What follows belongs to an exercise in optimizing a design on an open flow for small area, a short achievable clock period and few clock cycles per item; a production flow would make more cautious choices.
RTL that was checked went through simulation tests only; none was proved equivalent to the original.
No activity file was given, so power comes from the tool's default toggle rates.

## hw_scan_ctrl
module hw_scan_ctrl #(
  parameter int VEC_W   = 1024,
  parameter int WORD_W  = 32,
  parameter int MAX_LOC = 32
) (
  input  logic                       clk,
  input  logic                       rst,
  input  logic                       i_in_valid,
  output logic                       o_in_ready,
  input  logic [VEC_W-1:0]           i_in_data,
  output logic                       o_loc_valid,
  input  logic                       i_loc_ready,
  output logic [$clog2(VEC_W)-1:0]   o_loc_data,
  output logic [$clog2(MAX_LOC)-1:0] o_loc_ord,
  output logic                       o_done_valid,
  input  logic                       i_done_ready,
  output logic [$clog2(VEC_W):0]     o_done_count,
  output logic                       o_done_trunc
);
  localparam int NW    = VEC_W / WORD_W;
  localparam int IDX_W = $clog2(NW);
  localparam int BIT_W = $clog2(WORD_W);
  localparam int LOC_W = $clog2(VEC_W);
  localparam int ORD_W = $clog2(MAX_LOC);
  localparam int CNT_W = LOC_W + 1;
  localparam int HW    = WORD_W / 2;       
  localparam int HC_W  = $clog2(HW) + 1;
  function automatic logic [NW-1:0] preor(input logic [NW-1:0] x);
    preor = x;
    for (int s = 1; s < NW; s = s * 2) preor = preor | (preor << s);
  endfunction
  function automatic logic [NW-1:0] sufor(input logic [NW-1:0] x);
    sufor = x;
    for (int s = 1; s < NW; s = s * 2) sufor = sufor | (sufor >> s);
  endfunction
  ...
Size in the first run: ~1400 flip-flops, ~0.057 mm² of cells after synthesis.
export LEC_CHECK = 0
export ABC_CLOCK_PERIOD_IN_PS = 3000
export CAP_MARGIN = 20
export CORE_MARGIN = 2
export CORE_UTILIZATION = 40
export SETUP_SLACK_MARGIN = 5
export SLEW_MARGIN = 20
export TNS_END_PERCENT = 100
create_clock -name core_clock -period 8.5 [get_ports {clk}]
standard.sh (not shown) runs the stock make flow with config.mk's settings and CLKGATE_MAP_FILE= SYNTH_SCRIPT=/design/flow/synth_recipe.tcl, a recipe that flattens the netlist after the stock synthesis.
==> flow/flow/run.sh <==
#!/bin/bash
# Layout flow: the standard flow, with the port buffers made of the smallest buffer cell.
cp standard.sh standard_sh.log
export BUFFER_PORTS_ARGS="-buffer_cell sky130_fd_sc_hd__buf_1"
bash standard.sh > standard.log 2>&1
Testbench counts at the start, summed over its fixed seeds: cycles 32,690, items 1,920.
Change:
--- a/flow/design.v
+++ b/flow/design.v
@@ -75,19 +75,18 @@
   logic [NW-1:0]     r_sel;             
   logic [WORD_W-1:0] r_f;
   logic              r_fV, r_fLast;
   logic [2*HC_W-1:0] r_g;
   logic              r_gV, r_gLast;
   logic [CNT_W-1:0]  r_acc;
   logic [2:0]        r_cV;
   logic [CNT_W-1:0]  r_c0, r_c1, r_c2;
   logic              r_wV, r_wEnd, r_pV, r_pEnd;
-  logic              r_wMulti, r_pMulti;   
   logic [WORD_W-1:0] r_wBits, r_pBits;
   logic [IDX_W-1:0]  r_wIdx, r_pIdx;
   logic              r_lv, r_dv, r_dt, r_cap;
   logic [LOC_W-1:0]  r_ld;
   logic [ORD_W-1:0]  r_ord, r_lo;
   logic [CNT_W-1:0]  r_dc;
   logic [NW-1:0]     w_nzIn;
   always_comb
     for (int j = 0; j < NW; j++) w_nzIn[j] = |i_in_data[j*WORD_W +: WORD_W];
@@ -133,66 +132,55 @@
   logic [CNT_W-1:0]  w_cntHead;
   logic [WORD_W-1:0] w_wPre, w_bit1h;
   assign w_cntAvail = r_cV[0] | r_gLast;
   assign w_cntHead  = r_cV[0] ? r_c0 : w_accNext;
   assign w_outFree  = ~(r_lv & ~i_loc_ready) & ~(r_dv & ~i_done_ready);
   assign w_act      = w_outFree & r_wV & (~r_wEnd | w_cntAvail);
   assign w_beat     = w_act & ~r_wEnd & ~r_cap;
   assign w_wPre     = preor(r_wBits);
   assign w_bit1h    = r_wBits & ~(w_wPre << 1);
-  assign w_multi    = r_wMulti;
+  assign w_multi    = |(r_wBits & (w_wPre << 1));
   assign w_lastOrd  = (r_ord == ORD_W'(MAX_LOC - 1));
   assign w_pop      = w_act & (r_wEnd | r_cap | ~w_multi | w_lastOrd);
   assign w_qPop     = ~r_wV | w_pop;
   assign w_cRd      = w_act & r_wEnd;
   assign w_capNext  = r_cap | (w_beat & w_lastOrd);
   assign w_drop     = w_capNext & ~r_wEnd;
-  logic              w_wMultiN, w_pMultiN, w_wordMulti, w_w3;
-  logic [2:0]        w_wordC, w_wC;
-  assign w_wordC     = cnt3(w_word);
-  assign w_wordMulti = w_wordC[1];
-  assign w_wC        = cnt3(r_wBits);
-  assign w_w3        = w_wC[2];
   logic              w_wVN, w_wEndN, w_pVN, w_pEndN, w_capN;
   logic [WORD_W-1:0] w_wBitsN, w_pBitsN;
   logic [IDX_W-1:0]  w_wIdxN, w_pIdxN;
   always_comb begin
     w_wVN    = r_wV;
     w_wEndN  = r_wEnd;
     w_wBitsN = w_beat ? (r_wBits & ~w_bit1h) : r_wBits;
     w_wIdxN  = r_wIdx;
     w_pVN    = r_pV;
     w_pEndN  = r_pEnd;
     w_pBitsN = r_pBits;
     w_pIdxN  = r_pIdx;
-    w_wMultiN = w_beat ? w_w3 : r_wMulti;
-    w_pMultiN = r_pMulti;
     if (w_qPop) begin
       w_pVN = 1'b0;
       if (r_pV) begin
-        w_wVN     = ~(w_drop & ~r_pEnd);
-        w_wEndN   = r_pEnd;
-        w_wBitsN  = r_pBits;
-        w_wIdxN   = r_pIdx;
-        w_wMultiN = r_pMulti;
+        w_wVN    = ~(w_drop & ~r_pEnd);
+        w_wEndN  = r_pEnd;
+        w_wBitsN = r_pBits;
+        w_wIdxN  = r_pIdx;
       end else begin
-        w_wVN     = w_push & ~(w_drop & ~w_pushEnd);
-        w_wEndN   = w_pushEnd;
-        w_wBitsN  = w_word;
-        w_wIdxN   = w_wordIdx;
-        w_wMultiN = w_wordMulti;
+        w_wVN    = w_push & ~(w_drop & ~w_pushEnd);
+        w_wEndN  = w_pushEnd;
+        w_wBitsN = w_word;
+        w_wIdxN  = w_wordIdx;
       end
     end else if (w_push) begin
-      w_pVN     = 1'b1;
-      w_pEndN   = w_pushEnd;
-      w_pBitsN  = w_word;
-      w_pIdxN   = w_wordIdx;
-      w_pMultiN = w_wordMulti;
+      w_pVN    = 1'b1;
+      w_pEndN  = w_pushEnd;
+      w_pBitsN = w_word;
+      w_pIdxN  = w_wordIdx;
     end
   end
   assign w_capN = w_cRd ? 1'b0 : w_capNext;
   logic          w_busyN, w_endPendN, w_rbAnyN, w_rpAnyN, w_capSameN, w_beatFN, w_popFN;
   logic [NW-1:0] w_rbN, w_rpN, w_sbN, w_spN, w_sb2, w_sp2;
   assign w_busyN    = w_acc | (r_busy & ~w_fetchDone);
   assign w_endPendN = (r_endPend | w_fetchDone) & ~w_endPush;
   assign w_sb2      = lowest1h(r_rb & ~r_sb);
   assign w_sp2      = highest1h(r_rp & ~r_sp);
@@ -306,20 +294,18 @@
     r_c0 <= w_c0N;
     r_c1 <= w_c1N;
     r_c2 <= w_c2N;
     r_wEnd  <= w_wEndN;
     r_wBits <= w_wBitsN;
     r_wIdx  <= w_wIdxN;
     r_pEnd  <= w_pEndN;
     r_pBits <= w_pBitsN;
     r_pIdx  <= w_pIdxN;
-    r_wMulti <= w_wMultiN;
-    r_pMulti <= w_pMultiN;
     if (w_act) begin
       if (r_wEnd) begin
         r_dc <= w_cntHead;
         r_dt <= (w_cntHead > CNT_W'(MAX_LOC));
       end else if (~r_cap) begin
         r_ld <= {r_wIdx, enc32(w_bit1h)};
         r_lo <= r_ord;
       end
     end
=>
- The new run produced a clean layout
- worst hold slack degrades by 0.034 ns
- sequential share of layout area is higher by 0.89 points
- synthesized area is lower slightly
- routed wire length is higher slightly
- worst setup slack degrades by 0.59 ns
- clock skew is about the same
- power is lower slightly
- cell area is lower slightly
- die area is lower slightly
- maximum frequency is lower by about a fifth
- register-to-register slack degrades by 0.70 ns
- via count is lower by a few percent
Only the layout flow was run in the second run of this note; the RTL was not checked for function there.

[afterwards: timing with drivers on the ports]
In the flow no input, the clock included, has a driving cell. The finished layouts below were timed again as built, in two steps. Step 1: set_driving_cell puts a clkbuf_16 on clk and a buf_2 on each other input, an assumption about the parent block. Step 2 moves the port delays by t, midway between the first and last clock arrival at a register: inputs arrive t later, outputs are due t later. That takes back most of the time a late clock gives input paths. Three values: ideal ports, drivers, drivers and shift; two values: the first two.
run	t (ns)	setup slack, ns	worst data-port slew with drivers (ns)
the first run	0.905	4.907 / 4.767 / 3.862	0.42
the second run	0.885	4.318 / 4.318 / 4.147	0.28
After both steps setup and hold are still met in every run listed. For the first run, which loses most, drivers alone change the setup slack by -0.140 ns; drivers and shift together by -1.045 ns.
